This design comes from an exercise in tuning for small area, a short achievable clock period and few clock cycles per item on the open sky130 flow, not from production work.
In this exercise RTL edits were held to simulation tests only and were not proved equivalent to the original.
Power and IR drop assume default switching activity.

===== run.sh =====
#!/bin/bash
# synth_recipe.tcl (not shown) runs the flow's synth.tcl, then flattens the netlist and writes it again
# the make line also repeats each setting of config.mk as NAME=value (left out here)
make -C /OpenROAD-flow-scripts/flow DESIGN_CONFIG=/design/flow/config.mk WORK_HOME=/design/flow/orfs CLKGATE_MAP_FILE= SYNTH_SCRIPT=/design/flow/synth_recipe.tcl finish

===== config.mk =====
export PLATFORM = sky130hd
export DESIGN_NAME = rbm_recon
export DESIGN_NICKNAME = rbm_recon
export VERILOG_FILES = /design/flow/design.v
export SDC_FILE = /design/flow/constraint.sdc
export NUM_CORES = 4
export LEC_CHECK = 0
export CAP_MARGIN = 20
export CORE_MARGIN = 2
export CORE_UTILIZATION = 40
export SLEW_MARGIN = 20

===== constraint.sdc =====
create_clock -name core_clock -period 7.0 [get_ports {clk}]
set_input_delay 1.4000 -clock core_clock [delete_from_list [all_inputs] [get_ports {clk}]]
set_output_delay 1.4000 -clock core_clock [all_outputs]
set_load 0.01 [all_outputs]

===== design.v =====
`default_nettype none
package rbm_pkg;
    localparam int NUM_VISIBLE = 16;
    localparam int NUM_HIDDEN  = 16;
    localparam logic [15:0] LFSR_SEED_BASE = 16'hACE1;
    function automatic logic [7:0] thr_offset(input logic [15:0] l);
        logic [9:0] r7;
        logic [9:0] r9;
        logic [9:0] r10;
        logic [9:0] t;
        r7  = {1'b0, l[15:7]};
        r9  = {3'b0, l[15:9]};
        r10 = {4'b0, l[15:10]};
        if (l[15:8] < 8'd21) begin           
            t = 10'd207 - r7;
        end else if (l[15:8] < 8'd64) begin  
            t = 10'd175 - r9;
        end else if (l[15:8] < 8'd188) begin  
            t = 10'd159 - r10;
        end else if (l[15:8] < 8'd234) begin  
            t = 10'd207 - r9;
            if (t > 10'd112) t = 10'd112;
        end else begin                        
            t = 10'd559 - r7;
            if (t > 10'd90) t = 10'd90;
        end
        thr_offset = t[7:0];
    endfunction
endpackage
`default_nettype wire
`timescale 1ns/100ps
`default_nettype none
module rbm_sequencer (
    input  wire            clk,
    input  wire            reset_n,
    input  wire            start,
    input  wire  [15:0]    hidden,
    input  wire            param_we,
    input  wire  [16:0]    param,
    output logic           busy,
    output logic [2047:0]  ring_q,
    output logic [15:0]    gate,
    output logic [127:0]   bias_q,
    output logic           v2
);
    logic [3:0]   pos;
    logic         clr;
    logic         pend;
    logic         wb;
    logic [3:0]   p_row;
    logic [3:0]   p_col;
    logic [7:0]   p_data;
    logic         v1;
    logic accept;
    logic wacc;
    logic hit;
    logic pend_next;
    logic clr_next;
    assign accept = start & ~busy;
    assign wacc   = param_we & ~busy;
    assign hit       = pend & (p_col == ~pos);
    assign pend_next = pend ? ~hit : (wacc & ~param[16]);
    assign clr_next  = clr & ~(pos == 4'd15);
    always_ff @(posedge clk or negedge reset_n) begin
        if (!reset_n) begin
            pos  <= '0;
            clr  <= 1'b1;
            busy <= 1'b1;
            pend <= 1'b0;
            wb   <= 1'b0;
            v1   <= 1'b0;
            v2   <= 1'b0;
        end else begin
            pos  <= pos + 4'd1;
            clr  <= clr_next;
            busy <= clr_next | pend_next;
            pend <= pend_next;
            wb   <= wacc & param[16];
            v1   <= accept;
            v2   <= v1;
        end
    end
    always_ff @(posedge clk) begin
        if (!pend) begin
            p_row  <= param[15:12];
            p_col  <= param[11:8];
            p_data <= param[7:0];
        end
    end
    for (genvar k = 0; k < 16; k++) begin : g_bias
        always_ff @(posedge clk or negedge reset_n) begin
            if (!reset_n) begin
                bias_q[8*k +: 8] <= '0;
            end else if (wb && p_row == 4'(k)) begin
                bias_q[8*k +: 8] <= p_data;
            end
        end
    end
    for (genvar k = 0; k < 16; k++) begin : g_lane
        logic sel;
        assign sel = clr | (hit & (p_row == 4'(k)));
        always_ff @(posedge clk) begin
            ring_q[8*k +: 8] <= sel ? (clr ? 8'd0 : p_data) : ring_q[128*15 + 8*k +: 8];
        end
    end
    always_ff @(posedge clk) begin
        ring_q[2047:128] <= ring_q[1919:0];
    end
    always_ff @(posedge clk) begin
        for (int s = 0; s < 16; s++) begin
            gate[s] <= hidden[4'(s) + ~pos];
        end
    end
endmodule
`default_nettype wire
`timescale 1ns/100ps
`default_nettype none
module rbm_csa17 (
    input  wire [135:0] op,
    output wire [12:0] sum_a,
    output wire [12:0] sum_b
);
    wire fa0_s, fa0_c;
    assign fa0_s = op[0] ^ op[8] ^ op[16];
    assign fa0_c = (op[0] & op[8]) | (op[0] & op[16]) | (op[8] & op[16]);
    wire fa1_s, fa1_c;
    assign fa1_s = op[24] ^ op[32] ^ op[40];
    assign fa1_c = (op[24] & op[32]) | (op[24] & op[40]) | (op[32] & op[40]);
    wire fa2_s, fa2_c;
    assign fa2_s = op[1] ^ op[9] ^ op[17];
    assign fa2_c = (op[1] & op[9]) | (op[1] & op[17]) | (op[9] & op[17]);
    wire fa3_s, fa3_c;
    assign fa3_s = op[25] ^ op[33] ^ op[41];
    assign fa3_c = (op[25] & op[33]) | (op[25] & op[41]) | (op[33] & op[41]);
    wire fa4_s, fa4_c;
    assign fa4_s = op[49] ^ op[57] ^ op[65];
    assign fa4_c = (op[49] & op[57]) | (op[49] & op[65]) | (op[57] & op[65]);
    wire fa5_s, fa5_c;
    assign fa5_s = op[2] ^ op[10] ^ op[18];
    assign fa5_c = (op[2] & op[10]) | (op[2] & op[18]) | (op[10] & op[18]);
    wire fa6_s, fa6_c;
    assign fa6_s = op[26] ^ op[34] ^ op[42];
    assign fa6_c = (op[26] & op[34]) | (op[26] & op[42]) | (op[34] & op[42]);
    wire fa7_s, fa7_c;
    assign fa7_s = op[50] ^ op[58] ^ op[66];
    assign fa7_c = (op[50] & op[58]) | (op[50] & op[66]) | (op[58] & op[66]);
    wire ha0_s, ha0_c;
    assign ha0_s = op[74] ^ op[82];
    assign ha0_c = op[74] & op[82];
    wire fa8_s, fa8_c;
    assign fa8_s = op[3] ^ op[11] ^ op[19];
    assign fa8_c = (op[3] & op[11]) | (op[3] & op[19]) | (op[11] & op[19]);
    wire fa9_s, fa9_c;
    assign fa9_s = op[27] ^ op[35] ^ op[43];
    assign fa9_c = (op[27] & op[35]) | (op[27] & op[43]) | (op[35] & op[43]);
    wire fa10_s, fa10_c;
    assign fa10_s = op[51] ^ op[59] ^ op[67];
    assign fa10_c = (op[51] & op[59]) | (op[51] & op[67]) | (op[59] & op[67]);
    wire fa11_s, fa11_c;
    assign fa11_s = op[75] ^ op[83] ^ op[91];
    assign fa11_c = (op[75] & op[83]) | (op[75] & op[91]) | (op[83] & op[91]);
    wire fa12_s, fa12_c;
    assign fa12_s = op[4] ^ op[12] ^ op[20];
    assign fa12_c = (op[4] & op[12]) | (op[4] & op[20]) | (op[12] & op[20]);
    wire fa13_s, fa13_c;
    assign fa13_s = op[28] ^ op[36] ^ op[44];
    assign fa13_c = (op[28] & op[36]) | (op[28] & op[44]) | (op[36] & op[44]);
    wire fa14_s, fa14_c;
    assign fa14_s = op[52] ^ op[60] ^ op[68];
    assign fa14_c = (op[52] & op[60]) | (op[52] & op[68]) | (op[60] & op[68]);
    wire fa15_s, fa15_c;
    assign fa15_s = op[76] ^ op[84] ^ op[92];
    assign fa15_c = (op[76] & op[84]) | (op[76] & op[92]) | (op[84] & op[92]);
    wire fa16_s, fa16_c;
    assign fa16_s = op[5] ^ op[13] ^ op[21];
    assign fa16_c = (op[5] & op[13]) | (op[5] & op[21]) | (op[13] & op[21]);
    wire fa17_s, fa17_c;
    assign fa17_s = op[29] ^ op[37] ^ op[45];
    assign fa17_c = (op[29] & op[37]) | (op[29] & op[45]) | (op[37] & op[45]);
    wire fa18_s, fa18_c;
    assign fa18_s = op[53] ^ op[61] ^ op[69];
    assign fa18_c = (op[53] & op[61]) | (op[53] & op[69]) | (op[61] & op[69]);
    wire fa19_s, fa19_c;
    assign fa19_s = op[77] ^ op[85] ^ op[93];
    assign fa19_c = (op[77] & op[85]) | (op[77] & op[93]) | (op[85] & op[93]);
    wire fa20_s, fa20_c;
    assign fa20_s = op[6] ^ op[14] ^ op[22];
    assign fa20_c = (op[6] & op[14]) | (op[6] & op[22]) | (op[14] & op[22]);
    wire fa21_s, fa21_c;
    assign fa21_s = op[30] ^ op[38] ^ op[46];
    assign fa21_c = (op[30] & op[38]) | (op[30] & op[46]) | (op[38] & op[46]);
    wire fa22_s, fa22_c;
    assign fa22_s = op[54] ^ op[62] ^ op[70];
    assign fa22_c = (op[54] & op[62]) | (op[54] & op[70]) | (op[62] & op[70]);
    wire fa23_s, fa23_c;
    assign fa23_s = op[78] ^ op[86] ^ op[94];
    assign fa23_c = (op[78] & op[86]) | (op[78] & op[94]) | (op[86] & op[94]);
    wire fa24_s, fa24_c;
    assign fa24_s = op[7] ^ op[15] ^ op[23];
    assign fa24_c = (op[7] & op[15]) | (op[7] & op[23]) | (op[15] & op[23]);
    wire fa25_s, fa25_c;
    assign fa25_s = op[31] ^ op[39] ^ op[47];
    assign fa25_c = (op[31] & op[39]) | (op[31] & op[47]) | (op[39] & op[47]);
    wire fa26_s, fa26_c;
    assign fa26_s = op[55] ^ op[63] ^ op[71];
    assign fa26_c = (op[55] & op[63]) | (op[55] & op[71]) | (op[63] & op[71]);
    wire fa27_s, fa27_c;
    assign fa27_s = op[79] ^ op[87] ^ op[95];
    assign fa27_c = (op[79] & op[87]) | (op[79] & op[95]) | (op[87] & op[95]);
    wire fa28_s, fa28_c;
    assign fa28_s = fa0_s ^ fa1_s ^ op[48];
    assign fa28_c = (fa0_s & fa1_s) | (fa0_s & op[48]) | (fa1_s & op[48]);
    wire fa29_s, fa29_c;
    assign fa29_s = op[56] ^ op[64] ^ op[72];
    assign fa29_c = (op[56] & op[64]) | (op[56] & op[72]) | (op[64] & op[72]);
    wire fa30_s, fa30_c;
    assign fa30_s = fa0_c ^ fa1_c ^ fa2_s;
    assign fa30_c = (fa0_c & fa1_c) | (fa0_c & fa2_s) | (fa1_c & fa2_s);
    wire fa31_s, fa31_c;
    assign fa31_s = fa3_s ^ fa4_s ^ op[73];
    assign fa31_c = (fa3_s & fa4_s) | (fa3_s & op[73]) | (fa4_s & op[73]);
    wire fa32_s, fa32_c;
    assign fa32_s = op[81] ^ op[89] ^ op[97];
    assign fa32_c = (op[81] & op[89]) | (op[81] & op[97]) | (op[89] & op[97]);
    wire fa33_s, fa33_c;
    assign fa33_s = fa2_c ^ fa3_c ^ fa4_c;
    assign fa33_c = (fa2_c & fa3_c) | (fa2_c & fa4_c) | (fa3_c & fa4_c);
    wire fa34_s, fa34_c;
    assign fa34_s = fa5_s ^ fa6_s ^ fa7_s;
    assign fa34_c = (fa5_s & fa6_s) | (fa5_s & fa7_s) | (fa6_s & fa7_s);
    wire fa35_s, fa35_c;
    assign fa35_s = ha0_s ^ op[90] ^ op[98];
    assign fa35_c = (ha0_s & op[90]) | (ha0_s & op[98]) | (op[90] & op[98]);
    wire ha1_s, ha1_c;
    assign ha1_s = op[106] ^ op[114];
    assign ha1_c = op[106] & op[114];
    wire fa36_s, fa36_c;
    assign fa36_s = fa5_c ^ fa6_c ^ fa7_c;
    assign fa36_c = (fa5_c & fa6_c) | (fa5_c & fa7_c) | (fa6_c & fa7_c);
    wire fa37_s, fa37_c;
    assign fa37_s = ha0_c ^ fa8_s ^ fa9_s;
    assign fa37_c = (ha0_c & fa8_s) | (ha0_c & fa9_s) | (fa8_s & fa9_s);
    wire fa38_s, fa38_c;
    assign fa38_s = fa10_s ^ fa11_s ^ op[99];
    assign fa38_c = (fa10_s & fa11_s) | (fa10_s & op[99]) | (fa11_s & op[99]);
    wire fa39_s, fa39_c;
    assign fa39_s = op[107] ^ op[115] ^ op[123];
    assign fa39_c = (op[107] & op[115]) | (op[107] & op[123]) | (op[115] & op[123]);
    wire fa40_s, fa40_c;
    assign fa40_s = fa8_c ^ fa9_c ^ fa10_c;
    assign fa40_c = (fa8_c & fa9_c) | (fa8_c & fa10_c) | (fa9_c & fa10_c);
    wire fa41_s, fa41_c;
    assign fa41_s = fa11_c ^ fa12_s ^ fa13_s;
    assign fa41_c = (fa11_c & fa12_s) | (fa11_c & fa13_s) | (fa12_s & fa13_s);
    wire fa42_s, fa42_c;
    assign fa42_s = fa14_s ^ fa15_s ^ op[100];
    assign fa42_c = (fa14_s & fa15_s) | (fa14_s & op[100]) | (fa15_s & op[100]);
    wire fa43_s, fa43_c;
    assign fa43_s = op[108] ^ op[116] ^ op[124];
    assign fa43_c = (op[108] & op[116]) | (op[108] & op[124]) | (op[116] & op[124]);
    wire fa44_s, fa44_c;
    assign fa44_s = fa12_c ^ fa13_c ^ fa14_c;
    assign fa44_c = (fa12_c & fa13_c) | (fa12_c & fa14_c) | (fa13_c & fa14_c);
    wire fa45_s, fa45_c;
    assign fa45_s = fa15_c ^ fa16_s ^ fa17_s;
    assign fa45_c = (fa15_c & fa16_s) | (fa15_c & fa17_s) | (fa16_s & fa17_s);
    wire fa46_s, fa46_c;
    assign fa46_s = fa18_s ^ fa19_s ^ op[101];
    assign fa46_c = (fa18_s & fa19_s) | (fa18_s & op[101]) | (fa19_s & op[101]);
    wire fa47_s, fa47_c;
    assign fa47_s = op[109] ^ op[117] ^ op[125];
    assign fa47_c = (op[109] & op[117]) | (op[109] & op[125]) | (op[117] & op[125]);
    wire fa48_s, fa48_c;
    assign fa48_s = fa16_c ^ fa17_c ^ fa18_c;
    assign fa48_c = (fa16_c & fa17_c) | (fa16_c & fa18_c) | (fa17_c & fa18_c);
    wire fa49_s, fa49_c;
    assign fa49_s = fa19_c ^ fa20_s ^ fa21_s;
    assign fa49_c = (fa19_c & fa20_s) | (fa19_c & fa21_s) | (fa20_s & fa21_s);
    wire fa50_s, fa50_c;
    assign fa50_s = fa22_s ^ fa23_s ^ op[102];
    assign fa50_c = (fa22_s & fa23_s) | (fa22_s & op[102]) | (fa23_s & op[102]);
    wire fa51_s, fa51_c;
    assign fa51_s = op[110] ^ op[118] ^ op[126];
    assign fa51_c = (op[110] & op[118]) | (op[110] & op[126]) | (op[118] & op[126]);
    wire fa52_s, fa52_c;
    assign fa52_s = fa20_c ^ fa21_c ^ fa22_c;
    assign fa52_c = (fa20_c & fa21_c) | (fa20_c & fa22_c) | (fa21_c & fa22_c);
    wire fa53_s, fa53_c;
    assign fa53_s = fa23_c ^ fa24_s ^ fa25_s;
    assign fa53_c = (fa23_c & fa24_s) | (fa23_c & fa25_s) | (fa24_s & fa25_s);
    wire fa54_s, fa54_c;
    assign fa54_s = fa26_s ^ fa27_s ^ op[103];
    assign fa54_c = (fa26_s & fa27_s) | (fa26_s & op[103]) | (fa27_s & op[103]);
    wire fa55_s, fa55_c;
    assign fa55_s = op[111] ^ op[119] ^ op[127];
    assign fa55_c = (op[111] & op[119]) | (op[111] & op[127]) | (op[119] & op[127]);
    wire fa56_s, fa56_c;
    assign fa56_s = fa28_s ^ fa29_s ^ op[80];
    assign fa56_c = (fa28_s & fa29_s) | (fa28_s & op[80]) | (fa29_s & op[80]);
    wire ha2_s, ha2_c;
    assign ha2_s = op[88] ^ op[96];
    assign ha2_c = op[88] & op[96];
    wire fa57_s, fa57_c;
    assign fa57_s = fa28_c ^ fa29_c ^ fa30_s;
    assign fa57_c = (fa28_c & fa29_c) | (fa28_c & fa30_s) | (fa29_c & fa30_s);
    wire fa58_s, fa58_c;
    assign fa58_s = fa31_s ^ fa32_s ^ op[105];
    assign fa58_c = (fa31_s & fa32_s) | (fa31_s & op[105]) | (fa32_s & op[105]);
    wire ha3_s, ha3_c;
    assign ha3_s = op[113] ^ op[121];
    assign ha3_c = op[113] & op[121];
    wire fa59_s, fa59_c;
    assign fa59_s = fa30_c ^ fa31_c ^ fa32_c;
    assign fa59_c = (fa30_c & fa31_c) | (fa30_c & fa32_c) | (fa31_c & fa32_c);
    wire fa60_s, fa60_c;
    assign fa60_s = fa33_s ^ fa34_s ^ fa35_s;
    assign fa60_c = (fa33_s & fa34_s) | (fa33_s & fa35_s) | (fa34_s & fa35_s);
    wire fa61_s, fa61_c;
    assign fa61_s = ha1_s ^ op[122] ^ op[130];
    assign fa61_c = (ha1_s & op[122]) | (ha1_s & op[130]) | (op[122] & op[130]);
    wire fa62_s, fa62_c;
    assign fa62_s = fa33_c ^ fa34_c ^ fa35_c;
    assign fa62_c = (fa33_c & fa34_c) | (fa33_c & fa35_c) | (fa34_c & fa35_c);
    wire fa63_s, fa63_c;
    assign fa63_s = ha1_c ^ fa36_s ^ fa37_s;
    assign fa63_c = (ha1_c & fa36_s) | (ha1_c & fa37_s) | (fa36_s & fa37_s);
    wire fa64_s, fa64_c;
    assign fa64_s = fa38_s ^ fa39_s ^ op[131];
    assign fa64_c = (fa38_s & fa39_s) | (fa38_s & op[131]) | (fa39_s & op[131]);
    wire fa65_s, fa65_c;
    assign fa65_s = fa36_c ^ fa37_c ^ fa38_c;
    assign fa65_c = (fa36_c & fa37_c) | (fa36_c & fa38_c) | (fa37_c & fa38_c);
    wire fa66_s, fa66_c;
    assign fa66_s = fa39_c ^ fa40_s ^ fa41_s;
    assign fa66_c = (fa39_c & fa40_s) | (fa39_c & fa41_s) | (fa40_s & fa41_s);
    wire fa67_s, fa67_c;
    assign fa67_s = fa42_s ^ fa43_s ^ op[132];
    assign fa67_c = (fa42_s & fa43_s) | (fa42_s & op[132]) | (fa43_s & op[132]);
    wire fa68_s, fa68_c;
    assign fa68_s = fa40_c ^ fa41_c ^ fa42_c;
    assign fa68_c = (fa40_c & fa41_c) | (fa40_c & fa42_c) | (fa41_c & fa42_c);
    wire fa69_s, fa69_c;
    assign fa69_s = fa43_c ^ fa44_s ^ fa45_s;
    assign fa69_c = (fa43_c & fa44_s) | (fa43_c & fa45_s) | (fa44_s & fa45_s);
    wire fa70_s, fa70_c;
    assign fa70_s = fa46_s ^ fa47_s ^ op[133];
    assign fa70_c = (fa46_s & fa47_s) | (fa46_s & op[133]) | (fa47_s & op[133]);
    wire fa71_s, fa71_c;
    assign fa71_s = fa44_c ^ fa45_c ^ fa46_c;
    assign fa71_c = (fa44_c & fa45_c) | (fa44_c & fa46_c) | (fa45_c & fa46_c);
    wire fa72_s, fa72_c;
    assign fa72_s = fa47_c ^ fa48_s ^ fa49_s;
    assign fa72_c = (fa47_c & fa48_s) | (fa47_c & fa49_s) | (fa48_s & fa49_s);
    wire fa73_s, fa73_c;
    assign fa73_s = fa50_s ^ fa51_s ^ op[134];
    assign fa73_c = (fa50_s & fa51_s) | (fa50_s & op[134]) | (fa51_s & op[134]);
    wire fa74_s, fa74_c;
    assign fa74_s = fa48_c ^ fa49_c ^ fa50_c;
    assign fa74_c = (fa48_c & fa49_c) | (fa48_c & fa50_c) | (fa49_c & fa50_c);
    wire fa75_s, fa75_c;
    assign fa75_s = fa51_c ^ fa52_s ^ fa53_s;
    assign fa75_c = (fa51_c & fa52_s) | (fa51_c & fa53_s) | (fa52_s & fa53_s);
    wire fa76_s, fa76_c;
    assign fa76_s = fa54_s ^ fa55_s ^ op[135];
    assign fa76_c = (fa54_s & fa55_s) | (fa54_s & op[135]) | (fa55_s & op[135]);
    wire fa77_s, fa77_c;
    assign fa77_s = fa52_c ^ fa53_c ^ fa54_c;
    assign fa77_c = (fa52_c & fa53_c) | (fa52_c & fa54_c) | (fa53_c & fa54_c);
    wire fa78_s, fa78_c;
    assign fa78_s = fa55_c ^ fa24_c ^ fa25_c;
    assign fa78_c = (fa55_c & fa24_c) | (fa55_c & fa25_c) | (fa24_c & fa25_c);
    wire ha4_s, ha4_c;
    assign ha4_s = fa26_c ^ fa27_c;
    assign ha4_c = fa26_c & fa27_c;
    wire fa79_s, fa79_c;
    assign fa79_s = fa56_s ^ ha2_s ^ op[104];
    assign fa79_c = (fa56_s & ha2_s) | (fa56_s & op[104]) | (ha2_s & op[104]);
    wire fa80_s, fa80_c;
    assign fa80_s = fa56_c ^ ha2_c ^ fa57_s;
    assign fa80_c = (fa56_c & ha2_c) | (fa56_c & fa57_s) | (ha2_c & fa57_s);
    wire ha5_s, ha5_c;
    assign ha5_s = fa58_s ^ ha3_s;
    assign ha5_c = fa58_s & ha3_s;
    wire fa81_s, fa81_c;
    assign fa81_s = fa57_c ^ fa58_c ^ ha3_c;
    assign fa81_c = (fa57_c & fa58_c) | (fa57_c & ha3_c) | (fa58_c & ha3_c);
    wire fa82_s, fa82_c;
    assign fa82_s = fa59_s ^ fa60_s ^ fa61_s;
    assign fa82_c = (fa59_s & fa60_s) | (fa59_s & fa61_s) | (fa60_s & fa61_s);
    wire fa83_s, fa83_c;
    assign fa83_s = fa59_c ^ fa60_c ^ fa61_c;
    assign fa83_c = (fa59_c & fa60_c) | (fa59_c & fa61_c) | (fa60_c & fa61_c);
    wire fa84_s, fa84_c;
    assign fa84_s = fa62_s ^ fa63_s ^ fa64_s;
    assign fa84_c = (fa62_s & fa63_s) | (fa62_s & fa64_s) | (fa63_s & fa64_s);
    wire fa85_s, fa85_c;
    assign fa85_s = fa62_c ^ fa63_c ^ fa64_c;
    assign fa85_c = (fa62_c & fa63_c) | (fa62_c & fa64_c) | (fa63_c & fa64_c);
    wire fa86_s, fa86_c;
    assign fa86_s = fa65_s ^ fa66_s ^ fa67_s;
    assign fa86_c = (fa65_s & fa66_s) | (fa65_s & fa67_s) | (fa66_s & fa67_s);
    wire fa87_s, fa87_c;
    assign fa87_s = fa65_c ^ fa66_c ^ fa67_c;
    assign fa87_c = (fa65_c & fa66_c) | (fa65_c & fa67_c) | (fa66_c & fa67_c);
    wire fa88_s, fa88_c;
    assign fa88_s = fa68_s ^ fa69_s ^ fa70_s;
    assign fa88_c = (fa68_s & fa69_s) | (fa68_s & fa70_s) | (fa69_s & fa70_s);
    wire fa89_s, fa89_c;
    assign fa89_s = fa68_c ^ fa69_c ^ fa70_c;
    assign fa89_c = (fa68_c & fa69_c) | (fa68_c & fa70_c) | (fa69_c & fa70_c);
    wire fa90_s, fa90_c;
    assign fa90_s = fa71_s ^ fa72_s ^ fa73_s;
    assign fa90_c = (fa71_s & fa72_s) | (fa71_s & fa73_s) | (fa72_s & fa73_s);
    wire fa91_s, fa91_c;
    assign fa91_s = fa71_c ^ fa72_c ^ fa73_c;
    assign fa91_c = (fa71_c & fa72_c) | (fa71_c & fa73_c) | (fa72_c & fa73_c);
    wire fa92_s, fa92_c;
    assign fa92_s = fa74_s ^ fa75_s ^ fa76_s;
    assign fa92_c = (fa74_s & fa75_s) | (fa74_s & fa76_s) | (fa75_s & fa76_s);
    wire fa93_s, fa93_c;
    assign fa93_s = fa74_c ^ fa75_c ^ fa76_c;
    assign fa93_c = (fa74_c & fa75_c) | (fa74_c & fa76_c) | (fa75_c & fa76_c);
    wire fa94_s, fa94_c;
    assign fa94_s = fa77_s ^ fa78_s ^ ha4_s;
    assign fa94_c = (fa77_s & fa78_s) | (fa77_s & ha4_s) | (fa78_s & ha4_s);
    wire ha6_s, ha6_c;
    assign ha6_s = fa77_c ^ fa78_c;
    assign ha6_c = fa77_c & fa78_c;
    wire ha7_s, ha7_c;
    assign ha7_s = fa79_s ^ op[112];
    assign ha7_c = fa79_s & op[112];
    wire fa95_s, fa95_c;
    assign fa95_s = fa79_c ^ fa80_s ^ ha5_s;
    assign fa95_c = (fa79_c & fa80_s) | (fa79_c & ha5_s) | (fa80_s & ha5_s);
    wire fa96_s, fa96_c;
    assign fa96_s = fa80_c ^ ha5_c ^ fa81_s;
    assign fa96_c = (fa80_c & ha5_c) | (fa80_c & fa81_s) | (ha5_c & fa81_s);
    wire fa97_s, fa97_c;
    assign fa97_s = fa81_c ^ fa82_c ^ fa83_s;
    assign fa97_c = (fa81_c & fa82_c) | (fa81_c & fa83_s) | (fa82_c & fa83_s);
    wire fa98_s, fa98_c;
    assign fa98_s = fa83_c ^ fa84_c ^ fa85_s;
    assign fa98_c = (fa83_c & fa84_c) | (fa83_c & fa85_s) | (fa84_c & fa85_s);
    wire fa99_s, fa99_c;
    assign fa99_s = fa85_c ^ fa86_c ^ fa87_s;
    assign fa99_c = (fa85_c & fa86_c) | (fa85_c & fa87_s) | (fa86_c & fa87_s);
    wire fa100_s, fa100_c;
    assign fa100_s = fa87_c ^ fa88_c ^ fa89_s;
    assign fa100_c = (fa87_c & fa88_c) | (fa87_c & fa89_s) | (fa88_c & fa89_s);
    wire fa101_s, fa101_c;
    assign fa101_s = fa89_c ^ fa90_c ^ fa91_s;
    assign fa101_c = (fa89_c & fa90_c) | (fa89_c & fa91_s) | (fa90_c & fa91_s);
    wire fa102_s, fa102_c;
    assign fa102_s = fa91_c ^ fa92_c ^ fa93_s;
    assign fa102_c = (fa91_c & fa92_c) | (fa91_c & fa93_s) | (fa92_c & fa93_s);
    wire fa103_s, fa103_c;
    assign fa103_s = fa93_c ^ fa94_c ^ ha6_s;
    assign fa103_c = (fa93_c & fa94_c) | (fa93_c & ha6_s) | (fa94_c & ha6_s);
    wire ha8_s, ha8_c;
    assign ha8_s = ha7_s ^ op[120];
    assign ha8_c = ha7_s & op[120];
    wire fa104_s, fa104_c;
    assign fa104_s = ha7_c ^ fa95_s ^ op[129];
    assign fa104_c = (ha7_c & fa95_s) | (ha7_c & op[129]) | (fa95_s & op[129]);
    wire fa105_s, fa105_c;
    assign fa105_s = fa95_c ^ fa96_s ^ fa82_s;
    assign fa105_c = (fa95_c & fa96_s) | (fa95_c & fa82_s) | (fa96_s & fa82_s);
    wire fa106_s, fa106_c;
    assign fa106_s = fa96_c ^ fa97_s ^ fa84_s;
    assign fa106_c = (fa96_c & fa97_s) | (fa96_c & fa84_s) | (fa97_s & fa84_s);
    wire fa107_s, fa107_c;
    assign fa107_s = fa97_c ^ fa98_s ^ fa86_s;
    assign fa107_c = (fa97_c & fa98_s) | (fa97_c & fa86_s) | (fa98_s & fa86_s);
    wire fa108_s, fa108_c;
    assign fa108_s = fa98_c ^ fa99_s ^ fa88_s;
    assign fa108_c = (fa98_c & fa99_s) | (fa98_c & fa88_s) | (fa99_s & fa88_s);
    wire fa109_s, fa109_c;
    assign fa109_s = fa99_c ^ fa100_s ^ fa90_s;
    assign fa109_c = (fa99_c & fa100_s) | (fa99_c & fa90_s) | (fa100_s & fa90_s);
    wire fa110_s, fa110_c;
    assign fa110_s = fa100_c ^ fa101_s ^ fa92_s;
    assign fa110_c = (fa100_c & fa101_s) | (fa100_c & fa92_s) | (fa101_s & fa92_s);
    wire fa111_s, fa111_c;
    assign fa111_s = fa101_c ^ fa102_s ^ fa94_s;
    assign fa111_c = (fa101_c & fa102_s) | (fa101_c & fa94_s) | (fa102_s & fa94_s);
    wire fa112_s, fa112_c;
    assign fa112_s = fa102_c ^ fa103_s ^ ha4_c;
    assign fa112_c = (fa102_c & fa103_s) | (fa102_c & ha4_c) | (fa103_s & ha4_c);
    wire ha9_s, ha9_c;
    assign ha9_s = fa103_c ^ ha6_c;
    assign ha9_c = fa103_c & ha6_c;
    assign sum_a = {1'b0, ha9_c, fa112_c, fa111_c, fa110_c, fa109_c, fa108_c, fa107_c, fa106_c, fa105_c, fa104_c, ha8_c, ha8_s};
    assign sum_b = {1'b0, 1'b0, ha9_s, fa112_s, fa111_s, fa110_s, fa109_s, fa108_s, fa107_s, fa106_s, fa105_s, fa104_s, op[128]};
endmodule
module visible_unit #(
    parameter int UNIT_INDEX = 0
) (
    input  wire         clk,
    input  wire         reset_n,
    input  wire  [127:0] wring,
    input  wire  [15:0]  gate,
    input  wire  [7:0]   bias,
    input  wire          v2,
    output logic         sample
);
    localparam logic [15:0] SEED =
        rbm_pkg::LFSR_SEED_BASE ^ 16'(UNIT_INDEX);
    logic [135:0] op;
    logic [12:0] sum_a, sum_b;
    for (genvar s = 0; s < 16; s++) begin : g_op
        assign op[8*s +: 8] = {~(gate[s] & wring[8*s+7]), wring[8*s +: 7] & {7{gate[s]}}};
    end
    assign op[128 +: 8] = {~bias[7], bias[6:0]};
    rbm_csa17 u_tree (
        .op    (op),
        .sum_a (sum_a),
        .sum_b (sum_b)
    );
    logic [12:0] cs_a, cs_b;
    always_ff @(posedge clk) begin
        cs_a <= sum_a;
        cs_b <= sum_b;
    end
    logic [15:0] lfsr;
    logic [7:0]  thr;
    logic        never;
    logic [13:0] total;
    assign thr   = rbm_pkg::thr_offset(lfsr);
    assign never = &lfsr;
    assign total = 14'(cs_a) + 14'(cs_b) + {6'b010111, thr};
    assign sample = total[13] & ~never;
    always_ff @(posedge clk or negedge reset_n) begin
        if (!reset_n) begin
            lfsr <= SEED;
        end else if (v2) begin
            lfsr <= {lfsr[14:0], lfsr[15] ^ lfsr[13] ^ lfsr[12] ^ lfsr[10]};
        end
    end
endmodule
`default_nettype wire
`timescale 1ns/100ps
`default_nettype none
module sample_collector (
    input  wire         clk,
    input  wire         reset_n,
    input  wire  [15:0] sample,
    input  wire         v2,
    output logic [15:0] visible,
    output logic        done
);
    always_ff @(posedge clk or negedge reset_n) begin
        if (!reset_n) begin
            visible <= '0;
            done    <= 1'b0;
        end else begin
            done <= v2;
            if (v2) begin
                visible <= sample;
            end
        end
    end
endmodule
`default_nettype wire
`timescale 1ns/100ps
`default_nettype none
module rbm_recon (
    input  wire          clk,
    input  wire          reset_n,
    input  wire          start,
    input  wire  [15:0]  hidden,
    input  wire          param_we,
    input  wire  [16:0]  param,
    output logic         busy,
    output logic         done,
    output logic [15:0]  visible
);
    logic [2047:0] ring_q;
    logic [15:0]   gate;
    logic [127:0]  bias_q;
    logic          v2;
    logic [15:0]   sample;
    rbm_sequencer u_sequencer (
        .clk      (clk),
        .reset_n  (reset_n),
        .start    (start),
        .hidden   (hidden),
        .param_we (param_we),
        .param    (param),
        .busy     (busy),
        .ring_q   (ring_q),
        .gate     (gate),
        .bias_q   (bias_q),
        .v2       (v2)
    );
    for (genvar k = 0; k < 16; k++) begin : g_unit
        logic [127:0] wring;
        for (genvar s = 0; s < 16; s++) begin : g_s
            assign wring[8*s +: 8] = ring_q[128*s + 8*k +: 8];
        end
        visible_unit #(
            .UNIT_INDEX (k)
        ) u_unit (
            .clk     (clk),
            .reset_n (reset_n),
            .wring   (wring),
            .gate    (gate),
            .bias    (bias_q[8*k +: 8]),
            .v2      (v2),
            .sample  (sample[k])
        );
    end
    sample_collector u_collector (
        .clk     (clk),
        .reset_n (reset_n),
        .sample  (sample),
        .v2      (v2),
        .visible (visible),
        .done    (done)
    );
endmodule
`default_nettype wire

==> summary.txt <==
==> state kept, by name, indices dropped and copies added, names as in the netlist, 4 cells and up <==
signal / cells
g_unit.u_unit.lfsr: 256
u_collector.visible: 16
u_sequencer.p_data: 8
u_sequencer.gate: 16
u_sequencer.p_row: 4
u_sequencer.p_col: 4
u_sequencer.bias_q: 128
g_unit.u_unit.cs_b: 176
u_sequencer.ring_q: 2048
u_sequencer.pos: 4
g_unit.u_unit.cs_a: 192
==> kinds of logic after synthesis <==
family | after synthesis | synth area share, %
DFF | 2859 | 41.30
buffers and inverters | 2636 | 6.904
AOI/OAI and AO/OA | 1213 | 5.257
xor gates and xnor gates | 182 | 1.104
muxes | 442 | 3.453
and+or+nand+nor | 3312 | 11.90
adders and majority gates | 2378 | 30.09
==> cells in the final DEF (no fill, tap or decap), drive strengths merged, types with 95 or more instances in the layout <==
| cell type | n |
|---|---|
| a21oi | 297 |
| and2 | 1453 |
| buf | 95 |
| clkbuf | 444 |
| dfrtp | 265 |
| dfstp | 146 |
| dfxtp | 2432 |
| fa | 1824 |
| ha | 552 |
| inv | 2196 |
| mux2 | 249 |
| mux2i | 173 |
| nand2 | 961 |
| nand3 | 101 |
| nor2 | 437 |
| o21ai | 405 |
| xnor2 | 145 |
==> cell type report <==
cell class / instances / area, um2 / share of cell area, %
inverters: 2182 / 8190 / 5.080
flip-flops and latches: 2859 / 59700 / 37.03
multi-input cells: 7527 / 74810 / 46.40
clock buffers: 444 / 9208 / 5.711
well taps: 4773 / 5972 / 3.704
diodes: 29 / 72.57 / 0.04501
clock inverters: 133 / 1635 / 1.014
repair buffers: 148 / 1627 / 1.009
==> how the worst min path moves through the flow <==
stage / start / endpoint / slack (ns) / cells after the start
floorplan: u_sequencer.ring_q[888] / u_sequencer.ring_q[1016] / 0.32 / 0
global placement: u_sequencer.ring_q[478] / u_sequencer.ring_q[606] / 0.32 / 0
detailed placement: u_sequencer.ring_q[1768] / u_sequencer.ring_q[1896] / 0.33 / 0
CTS: u_sequencer.ring_q[221] / u_sequencer.ring_q[349] / 0.32 / 0
global route: u_sequencer.ring_q[422] / u_sequencer.ring_q[550] / 0.32 / 0
finish: u_sequencer.ring_q[422] / u_sequencer.ring_q[550] / 0.32 / 0
==> power by group through the flow <==
stage | Combinational [uW] | Sequential (uW) | Clock, uW
6_report | 7090 | 19400 | 17300
4_1_cts | 7220 | 19400 | 17700
3_5_place_dp | 7160 | 19700 | 0
2_1_floorplan | 5390 | 18900 | 0
5_1_grt | 8110 | 19600 | 18400
3_3_place_gp | 7050 | 19700 | 0
==> through the flow <==
step	setup WS, ns	utilization (%)	cells	hold slack, ns
final	2.153	44.88	18100	0.3223
after global routing	1.999	44.87	18090	0.3160
after CTS	2.089	44.86	18070	0.3152
after detailed placement	2.080	41.84	17490	0.3289
after global placement	2.136	41.84	17490	0.3247
after floorplan	2.771	-	13020	0.3230
==> per-layer routing <==
layer	GRT usage (%)	share of wire, %	vias up
li1	-	-	40320
met1	24.86	45	42960
met2	31.11	48	1449
met3	2.438	4.1	435
met4	4.686	2.6	0
met5	0	0	-
==> worst max-delay path, cell delays in order (launching register included) <==
cell	delay (ns)
dfxtp_4	0.72
buf_4	0.47
and2_1	0.22
fa_1	0.45
fa_1	0.52
inv_1	0.06
fa_1	0.54
inv_1	0.06
fa_1	0.44
fa_1	0.55
inv_1	0.06
fa_1	0.49
inv_1	0.04
==> flow_summary_export.csv <==
group,metric,value,unit
clock_network,clock_path_buffers,4,
floorplanning,coreArea,359200,um2
yosys,synth.distinct_cells,102,
yosys,synth_seq_area_share,41.30,%
pwr,power,43760,uW
yosys,synth_top_area_cell,"dfxtp_1",
global_route,grt_pass1_wl,524.3,mm
global_route,grt.overflow.total,0,
detailed_routing,drt_pre_antenna_iters,5,
worst_setup_path,start_kind,"flop",
yosys,netlist_instances,13020,
placed_design,io_buffers,54,
pwr,combPwrFrac,16.2,%
clock_network,htree_levels,5,
yosys,ys.flop_type,"dfxtp_1",
worst_setup_path,worstSetupPathType,"flop to flop",
global_route,grt_pass1_vias,90730,
worst_setup_path,cp.arrival,5.66,ns
clock_network,post-cts-setup-buffer-count,0,
finish,drive_gt1_share,8.305,%
worst_setup_path,critPathMaxFanout,33,
yosys,yosysMostFrequentCell,"dfxtp_1",
worst_setup_path,end_kind,"flop",
pwr,p_switching,12480,uW
worst_setup_path,timing.rr.end,"g_unit[3].u_unit.cs_b[1]",
worst_setup_path,reg2reg_depth,12,
clock_network,cts_buffers,318,
detailed_routing,drt_iter0_markers,4464,
clock_network,clock_sinks,2859,
pwr,clockPowerShare,39.5,%
yosys,ys_seq_elements,2859,
clock_network,ctsHoldBuffers,0,
timing,min_period_over_period,69.24,%
global_route,antenna_found_initial,20,
clock_network,clkTransAtPathRegs,0.06,ns
pwr,internal-power,31280,uW
worst_setup_path,crit_required,7.81,ns
yosys,ys_warn_count,18,
finish,layout.nets,15450,
placed_design,dp_hpwl,215.8,mm
global_route,grt_max_degree,111,
clock_network,cts_resized,0,
timing,timing.final.max_slew_violations,0,
floorplanning,io_pins,55,
worst_setup_path,rr_startpoint,"u_sequencer.gate[4]",
yosys,synth-edff-count,16,
clock_network,root_buffer,"clkbuf_16",
timing,grt_setup_unrepaired,"no",
placed_design,dpl_cell_area,150300,um2
worst_setup_path,startpoint,"u_sequencer.gate[4]",
worst_hold_path,hp-class,"flop to flop",
finish,final_area,161200,um2
pwr,p_leak,0.07221,uW
worst_setup_path,regToRegSetupSlack,2.15,ns
timing,fin_skew,0.04274,ns
yosys,avgSynthCellArea,11.09,um2
yosys,synth_top_area_share,33.72,%
yosys,synthTopCellsByArea,"dfxtp_1 (34%), fa_1 (25%), and2_1 (6.3%)",
timing,finalCriticalPeriod,4.847,ns
floorplanning,die_w,604.8,um
worst_setup_path,crit_end,"g_unit[3].u_unit.cs_b[1]",
finish,nFillCells,33050,
timing,hold_viol_final,0,
flow_run,cap_violations,0,
timing,slew_headroom,21.75,%
clock_network,cts_tree,"yes",
detailed_routing,drc,0,
floorplanning,fp.dieH,604.8,um
timing,fmax,0.2063,GHz
pwr,irDropWorstVdd,0.1888,mV
detailed_routing,num_vias,85170,
detailed_routing,ant_nets,0,
yosys,synthesis.nets,15440,
detailed_routing,wl,328.1,mm
floorplanning,dieArea,365800,um2
yosys,async_flop_share,14.38,%
global_route,track_usage,18.38,%
clock_network,clock_latency,0.92,ns
floorplanning,start_util,40.20,%
floorplanning,fp-row-count,220,
timing,worstMarginPinSlew,1.167,ns
detailed_routing,avgRoutedWirePerCell,18.13,um
finish,area_growth,11.65,%
pwr,power_density,271.4,nW/um2
pwr,power_frac_seq,44.3,%
yosys,netlist_top_cells_count,"dfxtp_1 (2432), inv_1 (2171), fa_1 (1824)",
yosys,synthesis.area,144400,um2
timing,finalSetupTns,0,ns
detailed_routing,routed_via_density,4.707,
pwr,switching_share,28.51,%
status,status,"complete, no violations",
timing,setup_viol,0,
placed_design,gp_congestion,0.8207,
Testbench counts, summed over its fixed seeds: cycles 1,056, items 1,024.

what the ideal ports hide:
The results above use ideal ports. As a check the final layout listed here was re-extracted and re-timed, cells and wires unchanged.
Step 1, drivers: a clkbuf_16 drives clk and a buf_2 each remaining input, both assumed.
Step 2 adds t to the input delays and takes it off the output delays; t is the mean of the earliest and latest rising clock arrival at the registers after step 1. Input paths then give back, and output paths get back, about the clock's delay inside the block.
Three values: ideal ports, drivers, drivers and shift; two values: the first two.
t (ns): 1.002
setup slack, ns: 2.153 / 2.153 / 2.153
worst setup path at the end: register to register
latest minus earliest clock arrival (ns): 0.045 / 0.046
After both steps this run still meets setup and hold. For this run, drivers alone change the setup slack by 0.000 ns; drivers and shift together by 0.000 ns.
